What follows belongs to an exercise in optimizing a design on an open flow for small area, a short achievable clock period and few clock cycles; a production flow would make more cautious choices. Function was checked by simulation only, so behaviour that the tests miss may differ from the original. No activity file was given, so power comes from the tool's default toggle rates.

[config.mk]
export PLATFORM = sky130hd
export DESIGN_NAME = scu_top
export DESIGN_NICKNAME = scu_top
export VERILOG_FILES = /design/flow/design.v
export SDC_FILE = /design/flow/constraint.sdc
export NUM_CORES = 4
export LEC_CHECK = 0
export CAP_MARGIN = 35
export CORE_MARGIN = 2
export CORE_UTILIZATION = 40
export SETUP_SLACK_MARGIN = 3.0
export SLEW_MARGIN = 25
[constraint.sdc]
create_clock -name core_clock -period 10.0 [get_ports {clock}]
set_input_delay 2.0000 -clock core_clock [delete_from_list [all_inputs] [get_ports {clock}]]
set_output_delay 2.0000 -clock core_clock [all_outputs]
set_load 0.01 [all_outputs]
[design.v]
module scu_top (
   input  logic        clock,
   input  logic        reset,
   input  logic        req_valid,
   output logic        req_stall,
   input  logic [2:0]  req_kind,
   input  logic [47:0] req_a,
   input  logic [47:0] req_b,
   output logic        rsp_valid,
   input  logic        rsp_stall,
   output logic [47:0] rsp_value,
   output logic [1:0]  rsp_status
);
   localparam logic [2:0] S_IDLE = 3'd0, S_MUL = 3'd1, S_MFIN = 3'd2, S_DEXEC = 3'd3,
                          S_DIV  = 3'd4, S_DFIN = 3'd5, S_PFIN = 3'd6, S_EXEC = 3'd7;
   localparam logic [47:0] MAX_POS = 48'h7FFF_FFFF_FFFF;
   localparam logic [47:0] MIN_NEG = 48'h8000_0000_0000;
   localparam logic [47:0] ONE     = 48'h0000_0001_0000;
   localparam int K  = 9;
   localparam int ND = (48 + K - 1) / K;
   function automatic logic [4:0] top_digit(input logic [47:0] v);
      logic [ND*K-1:0] w;
      w = (ND*K)'(v);
      top_digit = '0;
      for (int i = 1; i < ND; i++) if (w[i*K +: K] != '0) top_digit = 5'(i);
   endfunction
   function automatic logic [K-1:0] dig_of(input logic [47:0] v, input logic [4:0] i);
      logic [ND*K-1:0] w;
      w = (ND*K)'(v);
      dig_of = w[i*K +: K];
   endfunction
   function automatic logic [191:0] csa(input logic [95:0] a, input logic [95:0] b,
                                        input logic [95:0] c);
      csa = {a ^ b ^ c, ((a & b) | (a & c) | (b & c)) << 1};
   endfunction
   function automatic logic [5:0] msb48(input logic [47:0] v);
      msb48 = '0;
      for (int i = 0; i < 48; i++) if (v[i]) msb48 = 6'(i);
   endfunction
   function automatic logic [28:0] fact_tab(input logic [3:0] n);
      case (n)
         4'd2:  fact_tab = 29'd2;
         4'd3:  fact_tab = 29'd6;
         4'd4:  fact_tab = 29'd24;
         4'd5:  fact_tab = 29'd120;
         4'd6:  fact_tab = 29'd720;
         4'd7:  fact_tab = 29'd5040;
         4'd8:  fact_tab = 29'd40320;
         4'd9:  fact_tab = 29'd362880;
         4'd10: fact_tab = 29'd3628800;
         4'd11: fact_tab = 29'd39916800;
         4'd12: fact_tab = 29'd479001600;
         default: fact_tab = 29'd1;
      endcase
   endfunction
   logic [2:0]   state;
   logic         is_pow;
   logic         wh;       
   logic [47:0]  ra;       
   logic [47:0]  xr;       
   logic [31:0]  rb;       
   logic         sa;       
   logic         sgn;      
   logic [47:0]  p2m;      
   logic         p2s;      
   logic         chk;      
   logic         pf_sat;   
   logic         pf_neg;
   logic         pf_prev;  
   logic         dq_sat;   
   logic         dq_zero;  
   logic         dq_div0;  
   logic [97:0]  z;        
   logic         zov;      
   logic [4:0]   cnt;
   logic [K-1:0] dg;       
   logic [47:0]  xn;       
   logic         first;
   logic         ov, sv;   
   logic [47:0]  oval, sval;
   logic [2:0]   op;
   logic [1:0]   ost, sst;
   logic         fin, take;
   logic [47:0]  ma_in, mb_in, md_in;
   logic         wh_in, ptriv_in;
   assign fin       = (state == S_EXEC || state == S_DFIN || state == S_MFIN || state == S_PFIN);
   assign req_stall = sv || !(state == S_IDLE || fin);
   assign take      = req_valid && !req_stall;
   assign ma_in     = req_a[47] ? (~req_a + 48'd1) : req_a;
   assign mb_in     = req_b[47] ? (~req_b + 48'd1) : req_b;
   assign wh_in     = (req_a[15:0] == '0);
   assign md_in     = wh_in ? {16'd0, ma_in[47:16]} : ma_in;
   assign ptriv_in  = req_b[47] || (req_b[47:17] == '0);
   logic [47:0]  ex_val;
   logic [1:0]   ex_st;
   logic         ex_cv;    
   logic         sub;
   logic [47:0]  bop, asum;
   always_comb begin
      sub    = op[0];
      bop    = sub ? ~xr : xr;
      asum   = ra + bop + {47'd0, sub};
      ex_val = ra;
      ex_st  = 2'd0;
      ex_cv  = 1'b0;
      case (op)
         3'd0, 3'd1: begin
            ex_val = asum;
            if (ra[47] == bop[47] && asum[47] != ra[47]) begin
               ex_val = ra[47] ? MIN_NEG : MAX_POS; ex_st = 2'd3;
            end
         end
         3'd4: begin
            if (ra[47] || ra[47:16] <= 32'd1) ex_val = ONE;
            else if (ra[47:16] >= 32'd13) begin
               ex_val = MAX_POS; ex_st = 2'd3;
            end else ex_val = {3'd0, fact_tab(ra[19:16]), 16'd0};
         end
         3'd5: begin
            if (rb[31] || rb == '0) ex_val = ONE;
            else                    ex_cv  = 1'b1;
         end
         3'd2, 3'd3: ;
         default: ex_st = 2'd2;
      endcase
   end
   logic         pneg, prnd, psat, pzero, peq;
   logic [63:0]  pv;       
   logic [16:0]  ph;       
   logic         ph_gt1, ph_eq1, ph_nz;
   logic [47:0]  pmag;
   always_comb begin
      pv    = wh ? {z[47:0], 16'd0} : z[63:0];
      ph    = wh ? z[63:47] : {16'd0, z[63]};
      ph_gt1 = zov || (ph[16:1] != '0);
      ph_eq1 = !zov && (ph[16:1] == '0) && ph[0];
      ph_nz  = zov || (ph != '0);
      pneg  = is_pow ? (sgn ^ sa) : sgn;
      prnd  = pneg && (pv[15:0] != '0);
      pmag  = pv[63:16] + {47'd0, prnd};
      psat  = pneg ? (ph_gt1 || (ph_eq1 && (pv[62:16] != '0 || prnd))) : ph_nz;
      pzero = (pmag == '0);
      peq   = (pmag == p2m) && ((pneg && !pzero) == p2s);
   end
   logic [47:0]     mx;
   logic [95:0]     rw [0:10];
   logic [191:0]    l1a, l1b, l1c, l2a, l2b, l3a, l3b, l4a, l5a;
   logic [63:0]     acc_n;
   logic            acc_co, zov_n;
   always_comb begin
      mx = chk ? xn : xr;
      for (int i = 0; i < K; i++) rw[i] = dg[i] ? (96'(mx) << i) : 96'd0;
      rw[9]  = (chk && prnd) ? 96'(dg) : 96'd0;
      rw[10] = first ? 96'd0 : 96'({z[63-K:0], K'(0)});
      l1a   = csa(rw[0], rw[1], rw[2]);
      l1b   = csa(rw[3], rw[4], rw[5]);
      l1c   = csa(rw[6], rw[7], rw[8]);
      l2a   = csa(l1a[191:96], l1a[95:0], l1b[191:96]);
      l2b   = csa(l1b[95:0], l1c[191:96], l1c[95:0]);
      l3a   = csa(l2a[191:96], l2a[95:0], rw[9]);
      l3b   = csa(l2b[191:96], l2b[95:0], rw[10]);
      l4a   = csa(l3a[191:96], l3a[95:0], l3b[191:96]);
      l5a   = csa(l4a[191:96], l4a[95:0], l3b[95:0]);
      {acc_co, acc_n} = {1'b0, l5a[159:96]} + {1'b0, l5a[63:0]};
      zov_n = (!first && (zov || z[63:64-K] != '0)) || acc_co ||
              (l5a[191:160] != '0) || (l5a[95:64] != '0);
   end
   logic [49:0]  dx;
   logic [50:0]  d1, d2, d3;
   always_comb begin
      dx = (state == S_DEXEC) ? {xr, 2'b00} : z[97:48];
      d1 = {1'b0, dx} - {3'b0, xr};
      d2 = {1'b0, dx} - {2'b0, xr, 1'b0};
      d3 = {1'b0, dx} - {2'b0, p2m, xr[0]};
   end
   logic [5:0]   msb_a, msb_d;
   logic [6:0]   p0;
   logic [4:0]   c;        
   logic [5:0]   sh;       
   logic         dsat_pre, dqzero;
   logic [97:0]  zinit;
   logic         qsat;
   always_comb begin
      msb_a    = msb48(ra);
      msb_d    = msb48(xr);
      dsat_pre = (xr[47:16] == '0) && (ra[47:32] >= xr[15:0]);
      dqzero   = (ra == '0) || ({1'b0, msb_a} + 7'd16 < {1'b0, msb_d});
      p0       = {1'b0, msb_a} + 7'd16 - {1'b0, msb_d};
      c        = 5'((p0 + 7'd2) >> 1);
      sh       = 6'd33 - {1'b0, c};
      zinit    = {50'd0, ra} << {sh, 1'b0};
      qsat     = (z[49:48] != '0) || (z[47] && (!sgn || z[46:0] != '0));
   end
   logic         wr;
   logic [47:0]  wr_val;
   logic [1:0]   wr_st;
   logic         pstop;    
   logic [47:0]  cv_m;
   logic         cv_n;
   always_comb begin
      wr     = 1'b0;
      wr_st  = 2'd0;
      cv_m   = pmag;
      cv_n   = pneg;
      pstop  = chk && (psat || peq || rb == 32'd2);
      case (state)
         S_EXEC: begin
            wr   = 1'b1;
            wr_st = ex_st;
            cv_m = xr;
            cv_n = sa;
         end
         S_PFIN: begin
            wr = 1'b1;
            if (pf_sat) begin
               wr_st = 2'd3; cv_n = pf_neg;
            end else if (pf_prev) begin
               cv_m = p2m; cv_n = p2s;
            end else begin
               cv_m = xr; cv_n = sgn;
            end
         end
         S_MFIN: begin
            wr = 1'b1;
            if (psat) wr_st = 2'd3;
         end
         S_DFIN: begin
            wr   = 1'b1;
            cv_m = (dq_zero || dq_div0) ? 48'd0 : z[47:0];
            cv_n = sgn;
            if (dq_div0)                           wr_st = 2'd1;
            else if (dq_sat || (qsat && !dq_zero)) wr_st = 2'd3;
         end
         default: ;
      endcase
      if (state == S_EXEC && !ex_cv) wr_val = ex_val;
      else if (wr_st == 2'd3)        wr_val = cv_n ? MIN_NEG : MAX_POS;
      else                           wr_val = cv_n ? (~cv_m + 48'd1) : cv_m;
   end
   logic         push1, pop;
   assign push1 = wr && !sv;
   assign pop   = ov && !rsp_stall;
   always_ff @(posedge clock) begin
      if (reset) begin
         state <= S_IDLE;
         ov    <= 1'b0;
         sv    <= 1'b0;
      end else begin
         if (push1) state <= S_IDLE;
         case (state)
            S_MUL: begin
               begin
                  pf_sat  <= psat;
                  pf_neg  <= pneg;
                  pf_prev <= !psat && peq && rb[0];
                  if (chk) begin
                     p2m <= xr;
                     p2s <= sgn;
                     xr  <= pmag;
                     sgn <= pneg && !pzero;
                     rb  <= rb - 32'd1;
                  end
                  z[63:0] <= acc_n;
                  zov     <= zov_n;
                  cnt     <= cnt - 5'd1;
                  if (cnt == '0) begin
                     if (is_pow) begin
                        xn    <= wh ? acc_n[47:0] : acc_n[63:16];
                        cnt   <= top_digit(ra);
                     end else begin
                        state <= S_MFIN;
                     end
                  end
                  if (pstop) state <= S_PFIN;
               end
            end
            S_DEXEC: begin
               dq_div0 <= (xr == '0);
               dq_sat  <= dsat_pre;
               dq_zero <= dqzero && !dsat_pre;
               z       <= zinit;
               p2m     <= d1[48:1];
               cnt     <= (dsat_pre || dqzero) ? 5'd0 : c - 5'd1;
               state   <= S_DIV;
            end
            S_DIV: begin
               if (!d3[50])      z <= {d3[47:0], z[47:0], 2'd3};
               else if (!d2[50]) z <= {d2[47:0], z[47:0], 2'd2};
               else if (!d1[50]) z <= {d1[47:0], z[47:0], 2'd1};
               else              z <= {dx[47:0], z[47:0], 2'd0};
               cnt <= cnt - 5'd1;
               if (cnt == '0) state <= S_DFIN;
            end
            default: ;
         endcase
         if (take) begin
            op     <= req_kind;
            ra     <= (req_kind == 3'd3) ? ma_in :
                      (req_kind == 3'd2 || req_kind == 3'd5) ? md_in : req_a;
            wh     <= wh_in;
            xr     <= (req_kind == 3'd5) ? ma_in :
                      (req_kind == 3'd2 || req_kind == 3'd3) ? mb_in : req_b;
            rb     <= req_b[47:16];
            sa     <= req_a[47];
            sgn    <= (req_kind == 3'd5) ? req_a[47] : (req_a[47] ^ req_b[47]);
            is_pow <= (req_kind == 3'd5);
            if (req_kind == 3'd5) p2m <= ONE;
            p2s    <= 1'b0;
            cnt    <= top_digit(md_in);
            if (req_kind == 3'd3)                   state <= S_DEXEC;
            else if (req_kind == 3'd2 ||
                     (req_kind == 3'd5 && !ptriv_in)) state <= S_MUL;
            else                                     state <= S_EXEC;
         end
         if (sv) begin
            if (pop) begin
               ov   <= 1'b1;
               oval <= sval;
               ost  <= sst;
               sv   <= 1'b0;
            end
         end else if (ov && !pop) begin
            if (push1) begin
               sv   <= 1'b1;
               sval <= wr_val;
               sst  <= wr_st;
            end
         end else begin
            ov <= push1;
            if (push1) begin
               oval <= wr_val;
               ost  <= wr_st;
            end
         end
      end
   end
   always_ff @(posedge clock) begin
      if (take)           dg <= dig_of(md_in, top_digit(md_in));
      else if (cnt == '0) dg <= dig_of(ra, top_digit(ra));
      else                dg <= dig_of(ra, cnt - 5'd1);
      first <= take || (state == S_MUL && cnt == '0);
      chk   <= (state == S_MUL) && (cnt == '0) && is_pow;
   end
   assign rsp_valid  = ov;
   assign rsp_value  = oval;
   assign rsp_status = ost;
endmodule
[run.sh]
#!/bin/bash
# synth_recipe.tcl (not shown) runs the flow's synth.tcl, then flattens the netlist and writes it again
# the make line also repeats each setting of config.mk as NAME=value (left out here)
make -C /OpenROAD-flow-scripts/flow DESIGN_CONFIG=/design/flow/config.mk WORK_HOME=/design/flow/orfs CLKGATE_MAP_FILE= SYNTH_SCRIPT=/design/flow/synth_recipe.tcl finish
==> results of run 1 <==
## sequential cells by signal (all words and copies together), names as in the netlist, 3 cells and up, named ones only
register	cells
dg	9
oval	48
state	3
z	98
p2m	48
sval	48
xr	48
ra	48
cnt	5
op	3
rb	32
xn	48
## stage by stage
stage	instance area (um2)	worst slack (ns)
after detailed placement	73800	1.03
after global routing	79900	2.73
after CTS	77800	2.89
after global placement	73400	0.855
after floorplan	68000	3.00
final	79900	2.85
## routing by layer
metal / up-vias / global-route usage [%]
met2: 5332 / 60.8
met4: 38 / 31.5
met5: - / 0.111
met1: 35912 / 52.4
li1: 31040 / -
met3: 1493 / 14.4
## cell families (layout without fill, tap and decap cells)
group	after synthesis	count (layout)	synth area share, %
fa+ha+maj	744	744	17.9
other cells	0	16	0
mux	303	303	5.06
flops	479	479	20.6
buf+inv	1248	1630	7.01
compound gates	2433	2434	23.3
xor+xnor	470	471	6.07
simple gates	2758	2758	20.0
## path summary, 6_finish.rpt
check	start	to	slack, ns	cells past startpoint
max reg2reg	xr[22]	z[59]	2.85	27
min reg2reg	sval[31]	oval[31]	0.53	2
max	xr[22]	z[59]	2.85	27
min	sval[31]	oval[31]	0.53	2
## power by group
group          internal [uW]  switching [uW]  leakage, uW  total (uW)
Sequential              3090             387      0.00440        3480
Clock                   1350            1050      0.00100        2400
Combinational           7390           13500       0.0263       20900
## worst max-delay path, stage by stage, from the launching register on
cell and delay (ns):
edfxtp_1 0.59, clkinvlp_4 0.39, o21ai_4 0.26, buf_4 0.15, buf_4 0.10, buf_4 0.12, nand2_1 0.07, fa_2 0.37
fa_1 0.50, fa_1 0.44, fa_1 0.55, inv_1 0.05, fa_1 0.49, ha_2 0.32, a21oi_1 0.20, o21ai_1 0.10
a211o_1 0.31, a311oi_2 0.25, buf_4 0.20, buf_6 0.11, o211ai_1 0.15, a31oi_1 0.29, o21bai_2 0.17, buf_6 0.15
xnor2_4 0.12, nand2_2 0.10, o221ai_1 0.13, a31o_2 0.23
## cells in the mapped netlist (43+ instances only)
master	count
xor2_1	207
o21bai_1	51
nand2_1	852
o21ai_1	47
nor2_1	588
a31oi_1	86
nor4_1	82
nor2b_1	116
o22ai_1	132
o31ai_1	75
nand3_1	144
nor3_1	175
inv_1	756
a21o_1	142
mux2_2	108
edfxtp_1	442
xnor2_1	262
mux2i_1	173
o21a_1	72
a211oi_1	128
nand4_1	77
a21oi_1	547
o21ai_0	561
ha_1	360
fa_1	384
nand2b_1	134
o211ai_1	65
and3_1	74
a22oi_1	70
and2_1	299
clkbuf_1	418
a221oi_1	43
## cell type report
type	count	area [um2]
multi-input cells	6710	51300
diodes	16	40.0
clock inverters	44	487
clock buffers	68	1570
flip-flops and latches	479	14000
inverters	760	2970
fillers	16645	89200
repair buffers	758	6770
well taps	2218	2780
## timing repair
item | 4_1_cts | 5_1_grt
setup endpoints to repair | 191 | 157
endpoints found under the hold margin | 0 | 0
buffers inserted | 99 | 99
cloned | 5 | 5
resized for setup | 229 | 220
hold buffers | 0 | 0
pin swaps | 28 | 91
==> out/results.tsv, run 1 <==
metric	value	unit
skew	0.0496	ns
fin_tns_setup	0	ns
syn_to_final_growth	17.5	%
place.gp.congestion	1.11	
dr_wl_met2	154000	um
period_minus_slack	7.15	ns
synthArstFlopShare	0	%
clock-sinks	479	
clk_path_buf_depth	3	
status	finished clean	
fin_util	47.3	%
yosysSeqAreaShare	20.6	%
design_power_total	26800	uW
via_per_inst	6.68	
ys_ff_latch	479	
slew_headroom	24.0	%
dieWidth	416	um
grt_overflow	0	
max_freq	140	MHz
synth_cells	8435	
port-buffer-count	154	
cts_root_buf	clkbuf_16	
grt_pass1_vias	69143	
drv_slew	0	
grt_max_degree	95	
worstMarginPinSlew	1.14	ns
hold_path_class	register to register	
place_hpwl	295000	um
most-common-layout-cells	nand2_1, inv_1, nor2_1	
mostFrequentLayoutCell	nand2_1	
cts_tree	yes	
drt_iter0_markers	10661	
path_class	register to register	
h-tree-depth	2	
synth_cell_types	105	
critPathRequiredTime	10.49	ns
startpoint_type	register	
synthesis.nets	9282	
holdWs	0.526	ns
coreArea	169000	um2
die_area	173000	um2
wirelength	381000	um
rsz0062_at_grt	yes	
cts_made_buffers	59	
cp-end-kind	register	
avgSynthCellArea	8.06	um2
nets	9615	
avgRoutedWirePerCell	34.5	um
cp.arrival	7.64	ns
finalCritPeriodShare	71.5	%
finalSetupViolCount	0	
wl_met3	50200	um
die_h	416	um
layout-drive-gt1-share	14.2	%
clk_pin_slew	0.07	ns
antenna_found_initial	41	
hold_viol_final	0	
antenna_left	0	
fp-row-count	151	
stdcell_count	11053	
drcViolationCount	0	
max-vdd-ir-drop	0.312	mV
synth_flop_cell	edfxtp_1	
wl_met1	140000	um
crit_path_max_fanout	6	
dr.pass1.iters	10	
dp.cells	10704	
gr-usage-all-layers	42.4	%
synthTopCellsByArea	edfxtp_1, fa_1, ha_1	
cellPowerDensity	335	nW/um2
synth_area	68000	um2
yosysTopAreaCell	edfxtp_1	
io_pins	155	
synth_edf_count	442	
clk_latency	0.74	ns
max_cap_violations	0	
yosysTopAreaCellShare	19.5	%
top_layer	met5	
start_util	40.2	%
p_leak	0.0317	uW
vias	73815	
synth_warnings	2	
grt_pass1_wl	526000	um
Testbench counts, summed over its fixed seeds: cycles 12,421.
==> inputs of run 2 (changes only) <==
--- a/config.mk
+++ b/config.mk
@@ -8,5 +8,6 @@
 export CAP_MARGIN = 35
 export CORE_MARGIN = 2
-export CORE_UTILIZATION = 40
+export CORE_UTILIZATION = 45
 export SETUP_SLACK_MARGIN = 3.0
 export SLEW_MARGIN = 25
+export TNS_END_PERCENT = 5
==> run 2 against run 1 <==
  * Critical endpoint is now z[79]
  * Still clean
  * Total power is 0.30% lower
  * Register-to-register slack got worse by 0.14 ns
  * Via count barely moved
  * Design area down 1.0%
  * Combinational power is essentially flat
  * Critical path depth fell by 1
  * Clock power shrank 2%
  * Highest routed layer unchanged
==> out/results.tsv, run 2 <==
metric	value	unit
cts_tree	yes	
synthesis.nets	9282	
ctsHoldBuffers	0	
grt_overflow	0	
finalCritPeriodShare	72.9	%
place_hpwl	295000	um
finalSetupViolCount	0	
wirelength	379000	um
coreArea	150000	um2
drt_iter0_markers	11361	
gr-usage-all-layers	47.6	%
synth_flop_cell	edfxtp_1	
pre_cts_ws	0.905	ns
max_cap_violations	0	
mostFrequentLayoutCell	nand2_1	
via_per_inst	6.82	
synth_fa_ha_area_share	17.9	%
yosysSeqAreaShare	20.6	%
cp-end-kind	register	
fillCellCount	14543	
max-vdd-ir-drop	0.362	mV
synth_most_common_cell	nand2_1	
place.gp.congestion	1.10	
clk_pin_slew	0.06	ns
die_area	154000	um2
die_h	393	um
drcViolationCount	0	
most-common-layout-cells	nand2_1, inv_1, nor2_1	
skew	0.0521	ns
io_pins	155	
synth_common_cells	nand2_1, inv_1, nor2_1	
antenna_found_initial	43	
worstMarginPinSlew	1.08	ns
syn_to_final_growth	16.3	%
nets	9592	
period_minus_slack	7.29	ns
hold_path_class	register to register	
holdWs	0.523	ns
cts_root_buf	clkbuf_16	
synth_cell_types	105	
fp-row-count	142	
critPathRequiredTime	10.44	ns
clock-sinks	479	
yosysTopAreaCellShare	19.5	%
grt_pass1_vias	69115	
avgRoutedWirePerCell	35.0	um
top_register	z	
grt_pass1_wl	522000	um
clk_latency	0.72	ns
largest_reg_flops	98	
slew_headroom	28.1	%
synth_edf_count	442	
antenna_left	0	
synthTopCellsByArea	edfxtp_1, fa_1, ha_1	
dieWidth	393	um
path_class	register to register	
fin_tns_setup	0	ns
rsz0062_at_grt	yes	
port-buffer-count	154	
synth_cells	8435	
layout-drive-gt1-share	13.8	%
synth_top_family_by_area	compound AO/OA/AOI/OAI gates	
status	finished clean	
synth-xor-area-share	6.07	%
hold_viol_final	0	
dr.pass1.iters	11	
synth_warnings	2	
fin_ws	2.71	ns
crit_path_max_fanout	7	
yosysTopAreaCell	edfxtp_1	
cts_made_buffers	57	
cellPowerDensity	337	nW/um2
ys_ff_latch	479	
drv_slew	0	
vias	73869	
max_freq	137	MHz
cp.arrival	7.74	ns
grt_max_degree	117	
synthArstFlopShare	0	%
startpoint_type	register	
synth_compound_area_share	23.3	%
clk_path_buf_depth	3	
avgSynthCellArea	8.06	um2
synth_area	68000	um2
r2r_slack	2.71	ns
synthSimpleGateAreaFrac	20.0	%
synthMuxAreaShare	5.06	%
start_util	45.4	%
h-tree-depth	2	
p_leak	0.0314	uW
-- run 2: cell counts after synthesis --
Identical to the previous run, type by type.
-- run 2: timing repair --
action / in CTS / in global routing
setup buffers: 118 / 59
pin swaps: 51 / 76
hold endpoints to repair: 0 / 0
gates resized for setup: 270 / 147
gates cloned: 8 / 5
setup endpoints to repair: 205 / 185
-- run 2: cell families (layout without fill, tap and decap cells) --
group                      Yosys count  in the layout
DFF                                479            479
and+or+nand+nor                   2758           2758
AOI/OAI and AO/OA                 2433           2435
adders and majority gates          744            744
buffers and inverters             1248           1600
xor gates and xnor gates           470            472
muxes                              303            304
other                                0             16
-- run 2: power breakdown --
part           leakage (uW)  internal, uW  switching (uW)
logic                0.0261          7240           13600
clock network      0.000949          1330            1010
registers           0.00440          3090             444
total                0.0314         11700           15000
-- run 2: stage by stage --
step           util (%)  cell area (um2)  total power [uW]  std cells
3_3_place_gp       48.8            73200             21800      10482
2_1_floorplan         -            68000             14200       8435
5_1_grt            52.7            79100             27600      10810
3_5_place_dp       49.0            73500             22000      10503
6_report           52.8            79100             26700      10824
4_1_cts            51.9            77800             25200      10735
-- run 2: routing by layer --
metal	track usage (%)	vias to the layer above	wire length (um)
li1	-	30963	-
met1	57.9	35910	137000
met2	69.0	5458	155000
met3	16.0	1508	50000
met4	36.3	30	37200
met5	1.40	-	403
-- run 2: cell type report --
type / count / area (um2) / area share (%)
tap: 2016 / 2520 / 3.19
inverter: 760 / 2990 / 3.78
sequential: 479 / 14000 / 17.7
timing repair buffer: 734 / 6420 / 8.12
clock buffer: 69 / 1500 / 1.90
antenna: 16 / 40.0 / 0.0506
clock inverter: 37 / 492 / 0.622
multi-input combinational: 6713 / 51100 / 64.6
-- run 2: worst max-delay path: stages, from the launching register on --
cell and delay [ns]:
edfxtp_1 0.52, buf_4 0.25, a311oi_2 0.42, o31ai_2 0.12, a211oi_2 0.30, o31ai_2 0.17
a211oi_2 0.33, o31ai_1 0.11, a311oi_1 0.31, o311ai_1 0.12, a311oi_1 0.32, buf_4 0.23
o31a_1 0.22, ha_4 0.16, inv_2 0.04, ha_4 0.15, fa_2 0.72, buf_12 0.17
buf_4 0.13, mux4_2 0.60, mux2i_2 0.35, mux2i_1 0.27, a22oi_1 0.32, buf_4 0.25
nor2_1 0.07, a221oi_1 0.24, o21ai_0 0.14
-- run 2: path summary, 6_finish.rpt --
path                 start        to  cells after the start
hold / removal    sval[34]  oval[34]                      2
setup / recovery    xr[10]     z[79]                     26
setup reg to reg    xr[10]     z[79]                     26
hold reg to reg   sval[34]  oval[34]                      2
==> inputs of run 3 (changes only) <==
--- a/config.mk
+++ b/config.mk
@@ -8,5 +8,6 @@
 export CAP_MARGIN = 35
 export CORE_MARGIN = 2
-export CORE_UTILIZATION = 45
+export CORE_UTILIZATION = 40
+export PLACE_DENSITY = 0.72
 export SETUP_SLACK_MARGIN = 3.0
 export SLEW_MARGIN = 25
==> run 3 against run 2 <==
  * Largest power group unchanged
  * Still clean
  * Synthesized area unchanged
  * Register-to-register slack barely moved
  * Critical path depth decreased by 1
  * Sequential share of layout area shrank 0.14 points
  * Total power shrank 1.2%
  * Largest cell class unchanged
==> out/results.tsv, run 3 <==
metric	value	unit
die_area	173000	um2
die_h	416	um
via_per_inst	6.72	
grt_overflow	0	
wirelength	396000	um
synth_area	68000	um2
clk_path_buf_depth	3	
status	finished clean	
cp.arrival	7.78	ns
vias	74317	
dr.pass1.iters	11	
yosysTopAreaCellShare	19.5	%
p_leak	0.0316	uW
synth_edf_count	442	
cp-end-kind	register	
cts_tree	yes	
mostFrequentLayoutCell	nand2_1	
grt_max_degree	92	
layout-drive-gt1-share	14.2	%
cellPowerDensity	330	nW/um2
path_delay_family	compound AO/OA/AOI/OAI gates	
port-buffer-count	154	
hold_path_class	register to register	
largest_reg_flops	98	
gr-usage-all-layers	44.0	%
final_cell_area	79800	um2
yosysTopAreaCell	edfxtp_1	
avgRoutedWirePerCell	35.8	um
antenna_found_initial	40	
synthesis.nets	9282	
synthArstFlopShare	0	%
coreArea	169000	um2
critPathSlowestCell	edfxtp_1	
hold_viol_final	0	
clk_pin_slew	0.06	ns
avgSynthCellArea	8.06	um2
startpoint_type	register	
drcViolationCount	0	
max_cap_violations	0	
fillCellCount	16516	
skew	0.0422	ns
synth_most_common_cell	nand2_1	
h-tree-depth	2	
dieWidth	416	um
synth_common_cells	nand2_1, inv_1, nor2_1	
slew_headroom	19.9	%
cts_root_buf	clkbuf_16	
ys_ff_latch	479	
syn_to_final_growth	17.4	%
max-vdd-ir-drop	0.309	mV
critPathRequiredTime	10.47	ns
max_freq	137	MHz
worstMarginPinSlew	1.20	ns
drt_iter0_markers	11047	
drv_slew	0	
most-common-layout-cells	nand2_1, inv_1, nor2_1	
place.gp.congestion	1.13	
rsz0062_at_grt	yes	
crit_path_max_fanout	40	
grt_pass1_wl	543000	um
synth_flop_cell	edfxtp_1	
fin_tns_setup	0	ns
crit_top_cell	o31ai_1	
fp-row-count	151	
critPathMaxStageDelay	0.73	ns
yosysSeqAreaShare	20.6	%
finalCritPeriodShare	73.1	%
clock-sinks	479	
antenna_left	0	
nets	9613	
top_register	z	
io_pins	155	
worst-path-buf-inv	5	
cts_made_buffers	61	
path_class	register to register	
place_hpwl	308000	um
clk_latency	0.76	ns
grt_pass1_vias	69940	
ctsHoldBuffers	0	
placed_area	73800	um2
design_power_total	26400	uW
synth_cell_types	105	
finalSetupViolCount	0	
period_minus_slack	7.31	ns
synthTopCellsByArea	edfxtp_1, fa_1, ha_1	
start_util	40.2	%
synth_cells	8435	
synth_warnings	2	
[run 3: cell types whose count changed in the layout (fill, tap and decap cells not counted), sizes merged, moves of 3 or more]
cell | previous run | this run
buf | 573 | 584
clkinv | 19 | 22
clkbuf | 76 | 79
diode | 16 | 23
inv | 725 | 734
[run 3: cell families after synthesis]
family,count (synthesis),share of synthesized area [%]
AO/OA/AOI/OAI,2433,23.3
XOR/XNOR,470,6.07
adder cells (fa/ha/maj),744,17.9
buffers and inverters,1248,7.01
flip-flops,479,20.6
multiplexers,303,5.06
AND/OR/NAND/NOR,2758,20.0
[run 3: cell type report]
class | instances | area [um2] | area share, %
clock buffer | 68 | 1570 | 1.97
sequential | 479 | 14000 | 17.6
tap | 2218 | 2780 | 3.48
timing repair buffer | 751 | 6680 | 8.37
inverter | 760 | 2980 | 3.73
clock inverter | 48 | 577 | 0.723
antenna | 23 | 57.6 | 0.0721
multi-input combinational | 6713 | 51100 | 64.1
[run 3: final timing paths]
path | startpoint | endpoint | slack, ns | cells past startpoint
worst max-delay path | ra[2] | z[89] | 2.69 | 25
worst max register to register | ra[2] | z[89] | 2.69 | 25
worst min register to register | sval[45] | oval[45] | 0.53 | 2
worst min-delay path | sval[45] | oval[45] | 0.53 | 2
[run 3: worst min-delay path, cell delays in order (launching register included)]
cell,delay (ns)
edfxtp_1,0.32
nand2_1,0.05
o31ai_1,0.05
[run 3: where the power goes]
part | total, uW | internal, uW | switching (uW)
Clock | 2510 | 1390 | 1120
Combinational | 20300 | 7040 | 13300
Sequential | 3520 | 3090 | 433
Total | 26400 | 11500 | 14900
[run 3: layer usage]
metal	track usage, %	wire length [um]	vias to the layer above
li1	-	-	31001
met1	54.2	146000	36360
met2	63.3	161000	5425
met3	13.5	48700	1495
met4	35.4	39700	36
met5	0.778	417	-
[run 3: repair_timing]
action	4_1_cts	5_1_grt
gates cloned	8	9
gates resized for setup	220	200
pin swaps	34	55
buffers inserted	119	56
endpoints found under the hold margin	0	0
setup endpoints to repair	190	188
[run 3: metrics by stage]
step	utilization [%]	cells	hold WS, ns	setup WS (ns)
floorplan	-	8435	0.493	3.00
global placement	43.5	10696	0.510	0.789
detailed placement	43.6	10718	0.517	1.59
CTS	46.2	10961	0.535	2.79
global route	47.2	11037	0.547	2.70
finish	47.2	11060	0.530	2.69
==> inputs of run 4 (changes only) <==
--- a/config.mk
+++ b/config.mk
@@ -9,6 +9,6 @@
 export CORE_MARGIN = 2
 export CORE_UTILIZATION = 40
-export PLACE_DENSITY = 0.72
+export CTS_BUF_LIST = sky130_fd_sc_hd__clkbuf_8
+export CTS_CLUSTER_SIZE = 30
 export SETUP_SLACK_MARGIN = 3.0
 export SLEW_MARGIN = 25
-export TNS_END_PERCENT = 5
==> run 4 against run 3 <==
  * Still clean on timing, DRC and antenna
  * Register-to-register slack improved by 0.24 ns
  * Clock skew increased by 0.053 ns
  * Via count increased by 0.44%
  * Clock power decreased by 18%
  * Die area unchanged
  * Sequential share of layout area decreased by 0.087 points
  * Critical path depth increased by 4
  * Critical path type unchanged
==> out/results.tsv, run 4 <==
metric	value	unit
yosysSeqAreaShare	20.6	%
top_layer	met5	
synthTopCellsByArea	edfxtp_1, fa_1, ha_1	
io_pins	155	
critPathSlowestCell	fa_2	
cellPowerDensity	335	nW/um2
stdcell_count	11129	
synth_warnings	2	
vias	74641	
status	finished clean	
fp-row-count	151	
hold_path_class	register to register	
layout-drive-gt1-share	15.0	%
antenna_found_initial	42	
nets	9664	
die_h	416	um
max_freq	141	MHz
synth_cells	8435	
dp.cells	10704	
rsz0062_at_grt	yes	
power_frac_clock	7.7	%
p_leak	0.0319	uW
switching_share	56.3	%
dr_wl_met2	155000	um
max_cap_violations	0	
dr.pass1.iters	11	
die_area	173000	um2
place.gp.congestion	1.11	
h-tree-depth	3	
synth_cell_types	105	
fin_util	47.4	%
seq_power_share	13.0	%
skew	0.0953	ns
pre_cts_ws	1.03	ns
grt_overflow	0	
top_register	z	
worstMarginPinSlew	1.17	ns
drv_slew	0	
drcViolationCount	0	
fillCellCount	16650	
synth_area	68000	um2
coreArea	169000	um2
final_cell_area	80100	um2
crit_top_cell	buf_4	
gr-usage-all-layers	42.6	%
cts_root_buf	clkbuf_8	
cp.arrival	7.78	ns
finalSetupViolCount	0	
clk_pin_slew	0.07	ns
combPwrFrac	79.3	%
start_util	40.2	%
hold_viol_final	0	
wirelength	383000	um
place_hpwl	295000	um
mostFrequentLayoutCell	nand2_1	
placed_area	73800	um2
synth_edf_count	442	
synthArstFlopShare	0	%
synth_flop_cell	edfxtp_1	
path_class	register to register	
wl_met1	140000	um
dieWidth	416	um
max-vdd-ir-drop	0.293	mV
yosysTopAreaCellShare	19.5	%
grt_pass1_wl	529000	um
via_per_inst	6.71	
slew_headroom	21.7	%
avgSynthCellArea	8.06	um2
clk_latency	0.89	ns
ys_ff_latch	479	
finalCritPeriodShare	70.7	%
largest_reg_flops	98	
cts_tree	yes	
period_minus_slack	7.07	ns
synth_common_cells	nand2_1, inv_1, nor2_1	
yosysTopAreaCell	edfxtp_1	
clk_path_buf_depth	3	
synthesis.nets	9282	
wl_met3	50300	um
internal_power	11700	uW
fin_ws	2.93	ns
synth_most_common_cell	nand2_1	
syn_to_final_growth	17.8	%
clock-sinks	479	
grt_max_degree	95	
port-buffer-count	154	
p_sw	15100	uW
antenna_left	0	
cp-end-kind	register	
critPathRequiredTime	10.71	ns
drt_iter0_markers	10742	
crit_path_max_fanout	47	
cts_made_buffers	91	
grt_pass1_vias	69723	
fin_tns_setup	0	ns
most-common-layout-cells	nand2_1, inv_1, nor2_1	
startpoint_type	register	
avgRoutedWirePerCell	34.4	um
critPathMaxStageDelay	0.67	ns
r2r_slack	2.93	ns
ctsHoldBuffers	0	
==> run 4: cell counts after synthesis <==
Identical to the previous run, type by type.
==> run 4: stage by stage <==
step                      hold WS [ns]  total power, uW
final                            0.516            26800
after global routing             0.545            27700
after CTS                        0.493            24500
after detailed placement         0.521            21700
after global placement           0.513            21500
after floorplan                  0.493            14200
==> run 4: kinds of logic after synthesis <==
family / share of synthesized area (%)
adder cells (fa/ha/maj): 17.9
AO/OA/AOI/OAI: 23.3
flip-flops: 20.6
multiplexers: 5.06
buffers and inverters: 7.01
XOR/XNOR: 6.07
AND/OR/NAND/NOR: 20.0
==> run 4: routing by layer <==
| metal | vias to the layer above | GRT usage, % |
|---|---|---|
| li1 | 31112 | - |
| met1 | 36348 | 52.0 |
| met2 | 5528 | 61.0 |
| met3 | 1621 | 15.5 |
| met4 | 32 | 32.6 |
| met5 | - | 0.111 |
==> run 4: path summary, 6_finish.rpt <==
check	startpoint	end	depth (start not counted)
max	xr[4]	z[97]	29
min	sval[23]	oval[23]	2
max reg2reg	xr[4]	z[97]	29
min reg2reg	sval[23]	oval[23]	2
==> run 4: critical path, delay by kind of cell (launching register included) <==
| family | cells | cell delay [ns] |
|---|---|---|
| adders and majority gates | 3 | 1.14 |
| buffers and inverters | 6 | 0.95 |
| DFF | 1 | 0.50 |
| AOI/OAI and AO/OA | 18 | 4.07 |
| and+or+nand+nor | 2 | 0.17 |
==> run 4: area by class of cell <==
| type | count | area [um2] | area share, % |
|---|---|---|---|
| diodes | 23 | 57.6 | 0.0718 |
| clock buffers | 94 | 1290 | 1.61 |
| clock inverters | 70 | 502 | 0.626 |
| inverters | 760 | 2950 | 3.69 |
| multi-input cells | 6709 | 51500 | 64.3 |
| flip-flops and latches | 479 | 14000 | 17.5 |
| well taps | 2218 | 2780 | 3.46 |
| repair buffers | 776 | 7010 | 8.75 |
==> run 4: power by group through the flow <==
| stage | Clock [uW] | Combinational, uW | Sequential, uW |
|---|---|---|---|
| final | 2060 | 21300 | 3480 |
| after CTS | 2070 | 19000 | 3430 |
| after detailed placement | 0 | 18200 | 3480 |
| after global placement | 0 | 18000 | 3500 |
| after global routing | 2140 | 22100 | 3450 |
| after floorplan | 0 | 10900 | 3300 |
==> run 4: what timing repair did <==
action                                  4_1_cts  5_1_grt
cloned                                        7        5
endpoints found under the setup margin      182      153
setup buffers                               137       73
gates resized for setup                     266      240
pin swaps                                    54      111
==> inputs of run 5 (changes only) <==
--- a/design.v
+++ b/design.v
@@ -83,5 +83,5 @@
    logic         fin, take;
    logic [47:0]  ma_in, mb_in, md_in;
-   logic         wh_in, ptriv_in;
+   logic         wh_in, swap_in, ptriv_in;
    assign fin       = (state == S_EXEC || state == S_DFIN || state == S_MFIN || state == S_PFIN);
    assign req_stall = sv || !(state == S_IDLE || fin);
@@ -89,6 +89,8 @@
    assign ma_in     = req_a[47] ? (~req_a + 48'd1) : req_a;
    assign mb_in     = req_b[47] ? (~req_b + 48'd1) : req_b;
-   assign wh_in     = (req_a[15:0] == '0);
-   assign md_in     = wh_in ? {16'd0, ma_in[47:16]} : ma_in;
+   assign swap_in   = (req_kind == 3'd2) && (req_b[15:0] == '0) && (req_a[15:0] != '0);
+   assign wh_in     = (req_a[15:0] == '0) || swap_in;
+   assign md_in     = swap_in ? {16'd0, mb_in[47:16]} :
+                      wh_in   ? {16'd0, ma_in[47:16]} : ma_in;
    assign ptriv_in  = req_b[47] || (req_b[47:17] == '0);
    logic [47:0]  ex_val;
@@ -299,5 +301,5 @@
                       (req_kind == 3'd2 || req_kind == 3'd5) ? md_in : req_a;
             wh     <= wh_in;
-            xr     <= (req_kind == 3'd5) ? ma_in :
+            xr     <= (req_kind == 3'd5 || swap_in) ? ma_in :
                       (req_kind == 3'd2 || req_kind == 3'd3) ? mb_in : req_b;
             rb     <= req_b[47:16];
--- a/config.mk
+++ b/config.mk
@@ -9,6 +9,4 @@
 export CORE_MARGIN = 2
 export CORE_UTILIZATION = 40
-export CTS_BUF_LIST = sky130_fd_sc_hd__clkbuf_8
-export CTS_CLUSTER_SIZE = 30
 export SETUP_SLACK_MARGIN = 3.0
 export SLEW_MARGIN = 25
==> run 5 against run 4 <==
  * Clock skew fell by 0.034 ns
  * Wire length shrank 2.6%
  * Final cell count fell by 0.28%
  * Register-to-register slack worse by 0.20 ns
  * Still clean on timing, DRC and antenna
  * Critical endpoint is now z[54]
  * Global-route usage shrank 1.2 points
  * Sequential share of layout area decreased by 0.43 points
  * Count of clock-buffer cells in the layout is 7 lower
  * Highest routed layer unchanged
  * Worst hold slack gained 0.016 ns
  * Synthesized area fell by 0.12%
==> out/results.tsv, run 5 <==
metric	value	unit
fillCellCount	16438	
cp.arrival	7.71	ns
critPathSlowestCell	fa_1	
synth_most_common_cell	nand2_1	
critPathMaxStageDelay	0.57	ns
ys_ff_latch	479	
p_leak	0.0324	uW
slew_headroom	25.2	%
finalSetupViolCount	0	
io_pins	155	
rsz0062_at_grt	yes	
largest_reg_flops	98	
synth_area	67900	um2
avgSynthCellArea	8.08	um2
hold_viol_final	0	
cts_root_buf	clkbuf_16	
top_register	z	
path_class	register to register	
fin_tns_setup	0	ns
cts_tree	yes	
crit_path_max_fanout	4	
coreArea	169000	um2
startpoint_type	register	
die_h	416	um
grt_max_degree	107	
drcViolationCount	0	
clk_pin_slew	0.06	ns
yosysTopAreaCellShare	19.5	%
layout-drive-gt1-share	16.9	%
cp-end-kind	register	
r2r_slack	2.73	ns
syn_to_final_growth	20.9	%
synthArstFlopShare	0	%
drv_slew	0	
finalCritPeriodShare	72.7	%
avgRoutedWirePerCell	33.6	um
fin_util	48.6	%
grt_pass1_wl	518000	um
port-buffer-count	154	
synthTopCellsByArea	edfxtp_1, fa_1, ha_1	
synth_edf_count	442	
worstMarginPinSlew	1.12	ns
max-vdd-ir-drop	0.279	mV
status	finished clean	
clk_latency	0.70	ns
dr.pass1.iters	10	
cellPowerDensity	353	nW/um2
synth_cells	8412	
most-common-layout-cells	nand2_1, inv_1, buf_4	
vias	73253	
synthesis.nets	9259	
synth_warnings	2	
synth_flop_cell	edfxtp_1	
clock-sinks	479	
via_per_inst	6.60	
drt_iter0_markers	10575	
wirelength	373000	um
critPathRequiredTime	10.44	ns
place.gp.congestion	1.08	
clk_path_buf_depth	3	
start_util	40.2	%
yosysSeqAreaShare	20.6	%
synth_cell_types	115	
grt_pass1_vias	68956	
period_minus_slack	7.27	ns
h-tree-depth	3	
grt_overflow	0	
mostFrequentLayoutCell	nand2_1	
dieWidth	416	um
cts_made_buffers	67	
max_cap_violations	0	
skew	0.0613	ns
nets	9660	
fp-row-count	151	
max_freq	138	MHz
crit_top_cell	fa_1	
gr-usage-all-layers	41.5	%
hold_path_class	register to register	
place_hpwl	286000	um
yosysTopAreaCell	edfxtp_1	
antenna_found_initial	23	
design_power_total	29000	uW
synth_common_cells	nand2_1, inv_1, o21ai_0	
path_delay_family	adder cells	
die_area	173000	um2
worst-path-buf-inv	6	
antenna_left	0	
==> run 5: cell type report <==
cell class                 count  area (um2)  share of cell area [%]
timing repair buffer         823        7420                    9.04
clock inverter                32         443                   0.539
sequential                   479       14000                    17.1
inverter                     756        2960                    3.61
tap                         2218        2780                    3.38
multi-input combinational   6686       52600                    64.0
clock buffer                  87        1880                    2.28
antenna                       17        42.5                  0.0518
==> run 5: logic make-up (layout without fill, tap and decap cells) <==
family,count (synthesis),in the layout,synth area share [%]
simple gates,2728,2730,19.7
compound gates,2428,2431,23.3
buf+inv,1252,1698,7.07
fa+ha+maj,746,746,18.0
xor+xnor,491,491,6.34
flops,479,479,20.6
mux,288,288,4.99
other cells,0,17,0
==> run 5: power breakdown <==
| group | switching (uW) | total, uW | internal (uW) | leakage, uW |
|---|---|---|---|---|
| Combinational | 14300 | 22800 | 8440 | 0.0269 |
| Sequential | 485 | 3580 | 3090 | 0.00440 |
| Clock | 1110 | 2670 | 1560 | 0.00112 |
==> run 5: what timing repair did <==
item                                    4_1_cts  5_1_grt
resized for setup                           399      346
endpoints found under the hold margin         0        0
buffers inserted                            141      167
hold buffers                                  0        0
pin swaps                                    69      151
endpoints found under the setup margin      165      161
cloned                                        9       13
==> run 5: final timing paths <==
path | start | to | cells past startpoint
worst min register to register | sval[39] | oval[39] | 2
worst min-delay path | sval[39] | oval[39] | 2
worst max-delay path | xr[5] | z[54] | 25
worst max register to register | xr[5] | z[54] | 25
==> run 5: worst reg2reg max path, stage by stage (launching register included) <==
cell and delay [ns]:
edfxtp_1 0.41, clkinvlp_4 0.28, o21ai_4 0.26, nand2_2 0.08, fa_1 0.57, inv_2 0.04
fa_1 0.55, inv_2 0.05, fa_1 0.51, fa_1 0.43, fa_1 0.53, inv_2 0.04
ha_4 0.21, o21a_4 0.12, o2111a_2 0.30, a2111oi_4 0.44, o311ai_1 0.13, buf_4 0.18
o211ai_1 0.19, buf_4 0.18, a31oi_4 0.12, a221o_2 0.44, a21bo_4 0.28, a31oi_4 0.22
xnor2_4 0.15, a221o_1 0.30
==> run 5: metal layers <==
layer  up-vias  GRT usage, %  share of wire [%]
met5         -         0.167              0.023
met4        10          30.5                9.1
met3      1294          10.5                 12
met2      5140          60.7                 42
met1     35847          52.7                 38
li1      30962             -                  -
==> run 5: per-stage QoR <==
stage                     setup WS (ns)  hold WS (ns)  std cells  instance area [um2]
after floorplan                    2.97         0.498       8412                68000
after global placement            0.994         0.528      10588                72900
after detailed placement           1.07         0.533      10617                73200
after CTS                          2.74         0.544      10886                78700
after global routing               2.55         0.540      11084                82100
final                              2.73         0.532      11098                82100
Testbench counts of run 5, summed over its fixed seeds: cycles 12,124.

[port drivers added, routing unchanged]
The flow's constraints put no driver on any port. The routed layouts listed below were extracted and timed again, unchanged, in two steps.
Step 1 sets driving cells, clkbuf_16 on the clock port and buf_2 on the other inputs (assumed; they add their load-dependent delay and slew).
Step 2 moves the port delays by t, midway between the first and last clock arrival at a register: inputs arrive t later, outputs are due t later. That takes back most of the time a late clock gives input paths.
Slacks: ideal / step 1 / step 2; pairs: ideal / step 1.
run	t (ns)	setup WS [ns]	hold slack, ns
run 1	0.802	2.846 / 2.846 / 2.220	0.526 / 0.526 / 0.526
run 2	0.782	2.706 / 2.706 / 2.096	0.523 / 0.523 / 0.523
run 3	0.828	2.692 / 2.692 / 2.131	0.530 / 0.530 / 0.530
run 4	0.931	2.929 / 2.929 / 2.150	0.516 / 0.516 / 0.516
run 5	0.753	2.732 / 2.732 / 2.410	0.532 / 0.532 / 0.532
After both steps setup and hold are still met in every run listed. For run 4, which loses most, drivers alone change the setup slack by 0.000 ns; drivers and shift together by -0.779 ns.
